Background: an optimization exercise with open tools, aiming at small area, a short achievable clock period and few clock cycles. Do not read the settings as production practice. Only simulation tests tie the RTL to the original design; equivalence was not proved. Power figures rest on the tool's default switching activity, not on a simulated workload.

==> run a: inputs <==
==> flow/design.v <==
module mips_mc #(
  parameter logic [31:0] RESET_PC = 32'h0000_3000,
  parameter int unsigned ADDR_W   = 32
) (
  input  logic              clk,
  input  logic              rst,
  output logic              mem_req,
  output logic              mem_we,
  output logic [ADDR_W-1:0] mem_addr,
  output logic [31:0]       mem_wdata,
  input  logic [31:0]       mem_rdata,
  input  logic              mem_ack,
  output logic [31:0]       pc_o,
  output logic              retire,
  output logic              halt
);
  localparam logic [5:0] OP_RTYPE = 6'h00;
  localparam logic [5:0] OP_J     = 6'h02;
  localparam logic [5:0] OP_JAL   = 6'h03;
  localparam logic [5:0] OP_BEQ   = 6'h04;
  localparam logic [5:0] OP_ADDI  = 6'h08;
  localparam logic [5:0] OP_ORI   = 6'h0D;
  localparam logic [5:0] OP_LUI   = 6'h0F;
  localparam logic [5:0] OP_LW    = 6'h23;
  localparam logic [5:0] OP_SW    = 6'h2B;
  localparam logic [5:0] FN_JR    = 6'h08;
  localparam logic [5:0] FN_ADDU  = 6'h21;
  localparam logic [5:0] FN_SUBU  = 6'h23;
  localparam logic [5:0] FN_SLT   = 6'h2A;
  logic s_go, s_fetch, s_exec, s_data, s_ret, s_halt;
  logic [31:0] pc, ir, a, b;
  logic c_addu, c_subu, c_slt, c_addi, c_ori, c_lui, c_jal, c_j, c_beq, c_jr;
  logic c_lw, c_sw, c_mem, c_wr;
  logic [4:0] c_dst;
  logic [5:0] f_op, f_fn;
  logic f_r, f_addu, f_subu, f_slt, f_jr, f_addi, f_ori, f_lui, f_jal, f_j, f_beq;
  logic f_lw, f_sw, f_legal, f_wr;
  logic [4:0] f_rs, f_rt, f_dst;
  assign f_op    = mem_rdata[31:26];
  assign f_fn    = mem_rdata[5:0];
  assign f_rs    = mem_rdata[25:21];
  assign f_rt    = mem_rdata[20:16];
  assign f_r     = (f_op == OP_RTYPE);
  assign f_addu  = f_r && (f_fn == FN_ADDU);
  assign f_subu  = f_r && (f_fn == FN_SUBU);
  assign f_slt   = f_r && (f_fn == FN_SLT);
  assign f_jr    = f_r && (f_fn == FN_JR);
  assign f_addi  = (f_op == OP_ADDI);
  assign f_ori   = (f_op == OP_ORI);
  assign f_lui   = (f_op == OP_LUI);
  assign f_jal   = (f_op == OP_JAL);
  assign f_j     = (f_op == OP_J);
  assign f_beq   = (f_op == OP_BEQ);
  assign f_lw    = (f_op == OP_LW);
  assign f_sw    = (f_op == OP_SW);
  assign f_legal = f_addu || f_subu || f_slt || f_jr || f_addi || f_ori || f_lui ||
                   f_jal || f_j || f_beq || f_lw || f_sw;
  assign f_dst   = f_jal ? 5'd31 : (f_r ? mem_rdata[15:11] : f_rt);
  assign f_wr    = (f_addu || f_subu || f_slt || f_addi || f_ori || f_lui || f_jal) &&
                   (f_dst != 5'd0);
  logic [15:0] imm;
  logic [31:0] simm, pc4, br_target, j_target, npc, pc_f, off_f;
  logic [31:0] pc4_r, brt_r;
  logic [31:0] sum_i, sum_r, dif_r, res;
  logic        addi_ovf, lt;
  assign imm       = ir[15:0];
  assign simm      = {{16{imm[15]}}, imm};
  assign pc4       = pc4_r;
  assign br_target = brt_r;
  assign j_target  = {pc4[31:28], ir[25:0], 2'b00};
  assign pc_f  = fetch_npc ? npc : pc;
  assign off_f = {{14{mem_rdata[15]}}, mem_rdata[15:0], 2'b00} + 32'd4;
  assign sum_i     = a + simm;
  assign sum_r     = a + b;
  assign dif_r     = a - b;
  assign addi_ovf  = (a[31] == imm[15]) && (sum_i[31] != a[31]);
  assign lt        = (a[31] != b[31]) ? a[31] : dif_r[31];
  always_comb begin
    npc = pc4;
    if (c_beq && (a == b)) npc = br_target;
    else if (c_j || c_jal) npc = j_target;
    else if (c_jr)         npc = a;
  end
  always_comb begin
    res = ({32{c_addu}} & sum_r) |
          ({32{c_subu}} & dif_r) |
          ({32{c_slt}}  & {31'h0, lt}) |
          ({32{c_addi}} & (addi_ovf ? b : sum_i)) |
          ({32{c_ori}}  & (a | {16'h0000, imm})) |
          ({32{c_lui}}  & {imm, 16'h0000}) |
          ({32{c_jal}}  & pc4);
  end
  logic fetch_npc, data_ph, fetch_done;
  assign fetch_npc  = (s_exec && !c_mem) || s_ret;
  assign data_ph    = (s_exec && c_mem) || s_data;
  assign mem_req    = s_fetch || fetch_npc || data_ph;
  assign mem_we     = data_ph && c_sw;
  assign mem_addr   = data_ph ? {sum_i[31:2], 2'b00} :
                      (fetch_npc ? {npc[31:2], 2'b00} : {pc[31:2], 2'b00});
  assign mem_wdata  = b;
  assign fetch_done = (s_fetch || fetch_npc) && mem_ack;
  assign pc_o = pc;
  logic        alu_we, ld_we;
  logic [4:0]  rf_wa;
  logic [31:0] rf_wd;
  assign alu_we = s_exec && c_wr;
  assign ld_we  = data_ph && c_lw && mem_ack;
  assign rf_wa  = c_dst;
  assign rf_wd  = c_lw ? mem_rdata : res;
  logic [31:1] vld;
  logic [31:0] q [1:31];
  logic [31:1] we_k, sel_a, sel_b;
  logic [31:0] rd_a, rd_b;
  always_comb begin
    rd_a = '0;
    rd_b = '0;
    for (int k = 1; k < 32; k++) begin
      we_k[k]  = (alu_we || ld_we) && (rf_wa == 5'(k));
      sel_a[k] = vld[k] && (f_rs == 5'(k));
      sel_b[k] = vld[k] && (f_rt == 5'(k));
      rd_a = rd_a | ({32{sel_a[k]}} & q[k]);
      rd_b = rd_b | ({32{sel_b[k]}} & q[k]);
    end
  end
  for (genvar k = 1; k < 32; k++) begin : g_rf
    logic [31:0] r;
    always_ff @(posedge clk) if (we_k[k]) r <= rf_wd;
    assign q[k] = r;
  end
  logic byp_a, byp_b;
  assign byp_a = alu_we && (c_dst == f_rs);
  assign byp_b = alu_we && (c_dst == f_rt);
  always_ff @(posedge clk or negedge rst) begin
    if (!rst) begin
      s_go    <= 1'b1;
      s_fetch <= 1'b0;
      s_exec  <= 1'b0;
      s_data  <= 1'b0;
      s_ret   <= 1'b0;
      s_halt  <= 1'b0;
      halt    <= 1'b0;
      retire  <= 1'b0;
      pc      <= RESET_PC;
      vld     <= '0;
    end else begin
      s_go    <= 1'b0;
      s_fetch <= s_go || ((s_fetch || fetch_npc) && !mem_ack);
      s_exec  <= fetch_done && f_legal;
      s_data  <= data_ph && !mem_ack;
      s_ret   <= data_ph && mem_ack;
      s_halt  <= s_halt || (fetch_done && !f_legal);
      halt    <= s_halt || (fetch_done && !f_legal);
      retire  <= (fetch_done && f_legal && !f_lw && !f_sw) || (data_ph && mem_ack);
      if (fetch_npc) pc <= npc;
      vld     <= vld | we_k;
    end
  end
  always_ff @(posedge clk or negedge rst) begin
    if (!rst) begin
      ir     <= '0;
      pc4_r  <= '0;
      brt_r  <= '0;
      a      <= '0;
      b      <= '0;
      c_addu <= 1'b0;
      c_subu <= 1'b0;
      c_slt  <= 1'b0;
      c_addi <= 1'b0;
      c_ori  <= 1'b0;
      c_lui  <= 1'b0;
      c_jal  <= 1'b0;
      c_j    <= 1'b0;
      c_beq  <= 1'b0;
      c_jr   <= 1'b0;
      c_lw   <= 1'b0;
      c_sw   <= 1'b0;
      c_mem  <= 1'b0;
      c_wr   <= 1'b0;
      c_dst  <= '0;
    end else if (fetch_done) begin
      ir     <= mem_rdata;
      pc4_r  <= pc_f + 32'd4;
      brt_r  <= pc_f + off_f;
      a      <= byp_a ? res : rd_a;
      b      <= byp_b ? res : rd_b;
      c_addu <= f_addu;
      c_subu <= f_subu;
      c_slt  <= f_slt;
      c_addi <= f_addi;
      c_ori  <= f_ori;
      c_lui  <= f_lui;
      c_jal  <= f_jal;
      c_j    <= f_j;
      c_beq  <= f_beq;
      c_jr   <= f_jr;
      c_lw   <= f_lw;
      c_sw   <= f_sw;
      c_mem  <= f_lw || f_sw;
      c_wr   <= f_wr;
      c_dst  <= f_lw ? f_rt : f_dst;
    end
  end
endmodule
==> flow/run.sh <==
#!/bin/bash
# synth_recipe.tcl (not shown) runs the flow's synth.tcl, then flattens the netlist and writes it again
# the make line also repeats each setting of config.mk as NAME=value (left out here)
make -C /OpenROAD-flow-scripts/flow DESIGN_CONFIG=/design/flow/config.mk WORK_HOME=/design/flow/orfs CLKGATE_MAP_FILE= SYNTH_SCRIPT=/design/flow/synth_recipe.tcl finish
==> flow/config.mk <==
export PLATFORM = sky130hd
export DESIGN_NAME = mips_mc
export DESIGN_NICKNAME = mips_mc
export VERILOG_FILES = /design/flow/design.v
export SDC_FILE = /design/flow/constraint.sdc
export NUM_CORES = 4
export LEC_CHECK = 0
export CAP_MARGIN = 20
export CORE_MARGIN = 2
export CORE_UTILIZATION = 30
export GPL_ROUTABILITY_DRIVEN = 1
export SLEW_MARGIN = 20
==> flow/constraint.sdc <==
create_clock -name core_clock -period 5.5 [get_ports {clk}]
set_input_delay 1.1000 -clock core_clock [delete_from_list [all_inputs] [get_ports {clk}]]
set_output_delay 1.1000 -clock core_clock [all_outputs]
set_load 0.01 [all_outputs]
==> run b (differences from run a) <==
==> flow/design.v, changed modules only <==
module mips_mc #(
  parameter logic [31:0] RESET_PC = 32'h0000_3000,
  parameter int unsigned ADDR_W   = 32
) (
  input  logic              clk,
  input  logic              rst,
  output logic              mem_req,
  output logic              mem_we,
  output logic [ADDR_W-1:0] mem_addr,
  output logic [31:0]       mem_wdata,
  input  logic [31:0]       mem_rdata,
  input  logic              mem_ack,
  output logic [31:0]       pc_o,
  output logic              retire,
  output logic              halt
);
  localparam logic [5:0] OP_RTYPE = 6'h00;
  localparam logic [5:0] OP_J     = 6'h02;
  localparam logic [5:0] OP_JAL   = 6'h03;
  localparam logic [5:0] OP_BEQ   = 6'h04;
  localparam logic [5:0] OP_ADDI  = 6'h08;
  localparam logic [5:0] OP_ORI   = 6'h0D;
  localparam logic [5:0] OP_LUI   = 6'h0F;
  localparam logic [5:0] OP_LW    = 6'h23;
  localparam logic [5:0] OP_SW    = 6'h2B;
  localparam logic [5:0] FN_JR    = 6'h08;
  localparam logic [5:0] FN_ADDU  = 6'h21;
  localparam logic [5:0] FN_SUBU  = 6'h23;
  localparam logic [5:0] FN_SLT   = 6'h2A;
  logic s_go, s_fetch, s_exec, s_data, s_ret, s_halt;
  logic [31:0] pc, ir, a, b;
  logic c_addu, c_subu, c_slt, c_addi, c_ori, c_lui, c_jal, c_j, c_beq, c_jr;
  logic c_lw, c_sw, c_mem, c_wr, c_sub;
  logic [4:0] c_dst;
  logic [5:0] f_op, f_fn;
  logic f_r, f_addu, f_subu, f_slt, f_jr, f_addi, f_ori, f_lui, f_jal, f_j, f_beq;
  logic f_lw, f_sw, f_legal, f_wr;
  logic [4:0] f_rs, f_rt, f_dst;
  assign f_op    = mem_rdata[31:26];
  assign f_fn    = mem_rdata[5:0];
  assign f_rs    = mem_rdata[25:21];
  assign f_rt    = mem_rdata[20:16];
  assign f_r     = (f_op == OP_RTYPE);
  assign f_addu  = f_r && (f_fn == FN_ADDU);
  assign f_subu  = f_r && (f_fn == FN_SUBU);
  assign f_slt   = f_r && (f_fn == FN_SLT);
  assign f_jr    = f_r && (f_fn == FN_JR);
  assign f_addi  = (f_op == OP_ADDI);
  assign f_ori   = (f_op == OP_ORI);
  assign f_lui   = (f_op == OP_LUI);
  assign f_jal   = (f_op == OP_JAL);
  assign f_j     = (f_op == OP_J);
  assign f_beq   = (f_op == OP_BEQ);
  assign f_lw    = (f_op == OP_LW);
  assign f_sw    = (f_op == OP_SW);
  assign f_legal = f_addu || f_subu || f_slt || f_jr || f_addi || f_ori || f_lui ||
                   f_jal || f_j || f_beq || f_lw || f_sw;
  assign f_dst   = f_jal ? 5'd31 : (f_r ? mem_rdata[15:11] : f_rt);
  assign f_wr    = (f_addu || f_subu || f_slt || f_addi || f_ori || f_lui || f_jal) &&
                   (f_dst != 5'd0);
  logic [15:0] imm;
  logic [31:0] simm, pc4, br_target, j_target, npc, pc_f, off_f;
  logic [31:0] pc4_r, brt_r, daddr_r;
  logic        eq_r, c_stall;
  logic [31:0] sum_i, res;
  assign imm       = ir[15:0];
  assign simm      = {{16{imm[15]}}, imm};
  assign pc4       = pc4_r;
  assign br_target = brt_r;
  assign j_target  = {pc4[31:28], ir[25:0], 2'b00};
  assign pc_f  = fetch_npc ? npc : pc;
  assign off_f = {{14{mem_rdata[15]}}, mem_rdata[15:0], 2'b00};
  always_comb begin
    npc = pc4;
    if (c_beq && eq_r)     npc = br_target;
    else if (c_j || c_jal) npc = j_target;
    else if (c_jr)         npc = a;
  end
  mips_mc_alu u_alu (
    .a(a), .b(b), .imm(imm), .pc4(pc4),
    .c_sub(c_sub), .c_addu(c_addu), .c_subu(c_subu), .c_slt(c_slt),
    .c_addi(c_addi), .c_ori(c_ori), .c_lui(c_lui), .c_jal(c_jal),
    .sum(sum_i), .res(res)
  );
  logic fetch_npc, data_ph, fetch_done;
  assign fetch_npc  = (s_exec && !c_stall && !c_mem) || s_ret;
  assign data_ph    = (s_exec && !c_stall && c_mem) || s_data;
  assign mem_req    = s_fetch || fetch_npc || data_ph;
  assign mem_we     = data_ph && c_sw;
  assign mem_addr   = data_ph ? {daddr_r[31:2], 2'b00} :
                      (fetch_npc ? {npc[31:2], 2'b00} : {pc[31:2], 2'b00});
  assign mem_wdata  = b;
  assign fetch_done = (s_fetch || fetch_npc) && mem_ack;
  assign pc_o = pc;
  logic        alu_we, ld_we;
  logic [4:0]  rf_wa;
  logic [31:0] rf_wd;
  assign alu_we = s_exec && c_wr;
  assign ld_we  = data_ph && c_lw && mem_ack;
  assign rf_wa  = c_dst;
  assign rf_wd  = c_lw ? mem_rdata : res;
  logic [31:1] vld;
  logic [31:0] q [1:31];
  logic [31:1] we_k, sel_a, sel_b;
  logic [31:0] rd_a, rd_b;
  always_comb begin
    rd_a = '0;
    rd_b = '0;
    for (int k = 1; k < 32; k++) begin
      we_k[k]  = (alu_we || ld_we) && (rf_wa == 5'(k));
      sel_a[k] = vld[k] && (f_rs == 5'(k));
      sel_b[k] = vld[k] && (f_rt == 5'(k));
      rd_a = rd_a | ({32{sel_a[k]}} & q[k]);
      rd_b = rd_b | ({32{sel_b[k]}} & q[k]);
    end
  end
  for (genvar k = 1; k < 32; k++) begin : g_rf
    logic [31:0] r;
    always_ff @(posedge clk) if (we_k[k]) r <= rf_wd;
    assign q[k] = r;
  end
  logic byp_a, byp_b;
  assign byp_a = alu_we && (c_dst == f_rs);
  assign byp_b = alu_we && (c_dst == f_rt);
  logic stall_f;
  logic [31:0] simm_f;
  assign simm_f  = {{16{mem_rdata[15]}}, mem_rdata[15:0]};
  assign stall_f = ((f_lw || f_sw) && byp_a) || (f_beq && (byp_a || byp_b));
  always_ff @(posedge clk or negedge rst) begin
    if (!rst) begin
      s_go    <= 1'b1;
      s_fetch <= 1'b0;
      s_exec  <= 1'b0;
      s_data  <= 1'b0;
      s_ret   <= 1'b0;
      s_halt  <= 1'b0;
      halt    <= 1'b0;
      retire  <= 1'b0;
      pc      <= RESET_PC;
      vld     <= '0;
    end else begin
      s_go    <= 1'b0;
      s_fetch <= s_go || ((s_fetch || fetch_npc) && !mem_ack);
      s_exec  <= (fetch_done && f_legal) || (s_exec && c_stall);
      s_data  <= data_ph && !mem_ack;
      s_ret   <= data_ph && mem_ack;
      s_halt  <= s_halt || (fetch_done && !f_legal);
      halt    <= s_halt || (fetch_done && !f_legal);
      retire  <= (fetch_done && f_legal && !f_lw && !f_sw && !stall_f) ||
                 (s_exec && c_stall && !c_mem) || (data_ph && mem_ack);
      if (fetch_npc) pc <= npc;
      vld     <= vld | we_k;
    end
  end
  always_ff @(posedge clk) begin
    if (fetch_done) begin
      ir     <= mem_rdata;
      pc4_r  <= pc_f + 32'd4;
      brt_r  <= {pc_f[31:2] - ~off_f[31:2], pc_f[1:0]};    
      a      <= byp_a ? res : rd_a;
      b      <= byp_b ? res : rd_b;
      c_addu <= f_addu;
      c_subu <= f_subu;
      c_slt  <= f_slt;
      c_addi <= f_addi;
      c_ori  <= f_ori;
      c_lui  <= f_lui;
      c_jal  <= f_jal;
      c_j    <= f_j;
      c_beq  <= f_beq;
      c_jr   <= f_jr;
      c_lw   <= f_lw;
      c_sw   <= f_sw;
      c_mem  <= f_lw || f_sw;
      c_sub  <= f_subu || f_slt;
      c_wr   <= f_wr;
      c_dst  <= f_lw ? f_rt : f_dst;
      daddr_r <= rd_a + simm_f;
      eq_r   <= (rd_a == rd_b);
      c_stall <= stall_f;
    end else if (s_exec && c_stall) begin
      daddr_r <= sum_i;
      eq_r   <= (a == b);
      c_stall <= 1'b0;
    end
  end
endmodule
module mips_mc_alu (
  input  logic [31:0] a,
  input  logic [31:0] b,
  input  logic [15:0] imm,
  input  logic [31:0] pc4,
  input  logic        c_sub,
  input  logic        c_addu,
  input  logic        c_subu,
  input  logic        c_slt,
  input  logic        c_addi,
  input  logic        c_ori,
  input  logic        c_lui,
  input  logic        c_jal,
  output logic [31:0] sum,
  output logic [31:0] res
);
  logic [31:0] simm, sum_r;
  logic        addi_ovf, lt;
  assign simm     = {{16{imm[15]}}, imm};
  assign sum      = a + simm;
  assign sum_r    = a + (b ^ {32{c_sub}}) + {31'h0, c_sub};
  assign addi_ovf = (a[31] == imm[15]) && (sum[31] != a[31]);
  assign lt       = (a[31] != b[31]) ? a[31] : sum_r[31];
  assign res = ({32{c_addu || c_subu}} & sum_r) |
               ({32{c_slt}}  & {31'h0, lt}) |
               ({32{c_addi}} & (addi_ovf ? b : sum)) |
               ({32{c_ori}}  & (a | {16'h0000, imm})) |
               ({32{c_lui}}  & {imm, 16'h0000}) |
               ({32{c_jal}}  & pc4);
endmodule
==> flow/flow/run.sh (new file) <==
#!/bin/bash
# The standard layout (standard.sh: the standard flow's own synthesis and ORFS flow), with
# plain buf_2 cells as the port buffers instead of the delay buffers the port
# buffering picks by default. Every port still gets its buffer.
set -euo pipefail
export BUFFER_PORTS_ARGS="-buffer_cell sky130_fd_sc_hd__buf_2"
bash standard.sh > standard.log 2>&1
==> flow/standard.sh (new file) <==
#!/bin/bash
# synth_recipe.tcl (not shown) runs the flow's synth.tcl, then flattens the netlist and writes it again
# the make line also repeats each setting of config.mk as NAME=value (left out here)
make -C /OpenROAD-flow-scripts/flow DESIGN_CONFIG=/design/flow/config.mk WORK_HOME=/design/flow/orfs CLKGATE_MAP_FILE= SYNTH_SCRIPT=/design/flow/synth_recipe.tcl "${@:-finish}"
--- a/flow/config.mk
+++ b/flow/config.mk
@@ -10,3 +10,6 @@
 export CORE_UTILIZATION = 30
+export CTS_BUF_LIST = sky130_fd_sc_hd__clkbuf_8
 export GPL_ROUTABILITY_DRIVEN = 1
+export PLACE_DENSITY = 0.72
+export SETUP_SLACK_MARGIN = 0.8
 export SLEW_MARGIN = 20
removed: flow/run.sh
==> run notes <==
Run b passed the timing, design-rule and antenna checks. Run a completed without violations. Between run a and run b, the lower total power is in run b (gap about 4.4%, measured against run b). Between run a and run b, the lower clock power is in run b (gap 9.7%, measured against run b). Final area: run b is higher than run a (3.2%). Of run b and run a, run b has the higher core utilization (gap 1.1 points). Non-clock buffer count: run a is lower than run b (262). Against run b, the routed wire length of run a is higher by about 2.2%.
==> figures <==
metric	run a	run b
Status	complete, no violations	complete, no violations
Chip Width	457 um	458 um
Share of power burned in combinational logic	21.9%	20.0%
Maximum resistive drop on vdd	0.000327 V	0.000229 V
Total Wirelength	326,000 um	319,000 um
Overall power	26.2 mW	25.1 mW
Cell count after synthesis	5,211	4,812
Placement Cell Area	69,500 um^2	71,600 um^2
Largest net degree at the start of global routing	114	95
Post-DP HPWL	210,000 um	215,000 um
Average size of a mapped cell	11.8 um^2	12.8 um^2
Met3 usage in global routing	13.7%	12.2%
Levels on crit path	14	20
Min setup slack post-route	82.7 ps	794 ps
Testbench counts of run a, summed over its fixed seeds: cycles 163,777.
Testbench counts of run b, summed over its fixed seeds: cycles 166,438.

[what the ideal ports hide]
No port has a modelled driver above. Below, the same layouts with a new extraction and two added sets of constraints.
Step 1, drivers: a clkbuf_16 drives clk and a buf_2 each remaining input, both assumed.
Step 2 moves the port delays by t, midway between the first and last clock arrival at a register: inputs arrive t later, outputs are due t later. That takes back most of the time a late clock gives input paths.
Three values: ideal ports, drivers, drivers and shift; two values: the first two.
run | t (ns) | setup slack, ns | hold slack, ns | worst register clock-pin slew, ns
run a | 0.879 | 0.083 / -0.005 / 0.060 | 0.292 / 0.255 / 0.481 | 0.07 / 0.07
run b | 1.043 | 0.794 / 0.732 / -0.311 | 0.197 / 0.155 / 0.513 | 0.08 / 0.08
Met with ideal ports but missed after step 2: setup timing in run b. The setup slack of run b, which loses most, moves by -0.062 ns with the drivers and by -1.105 ns with both steps.
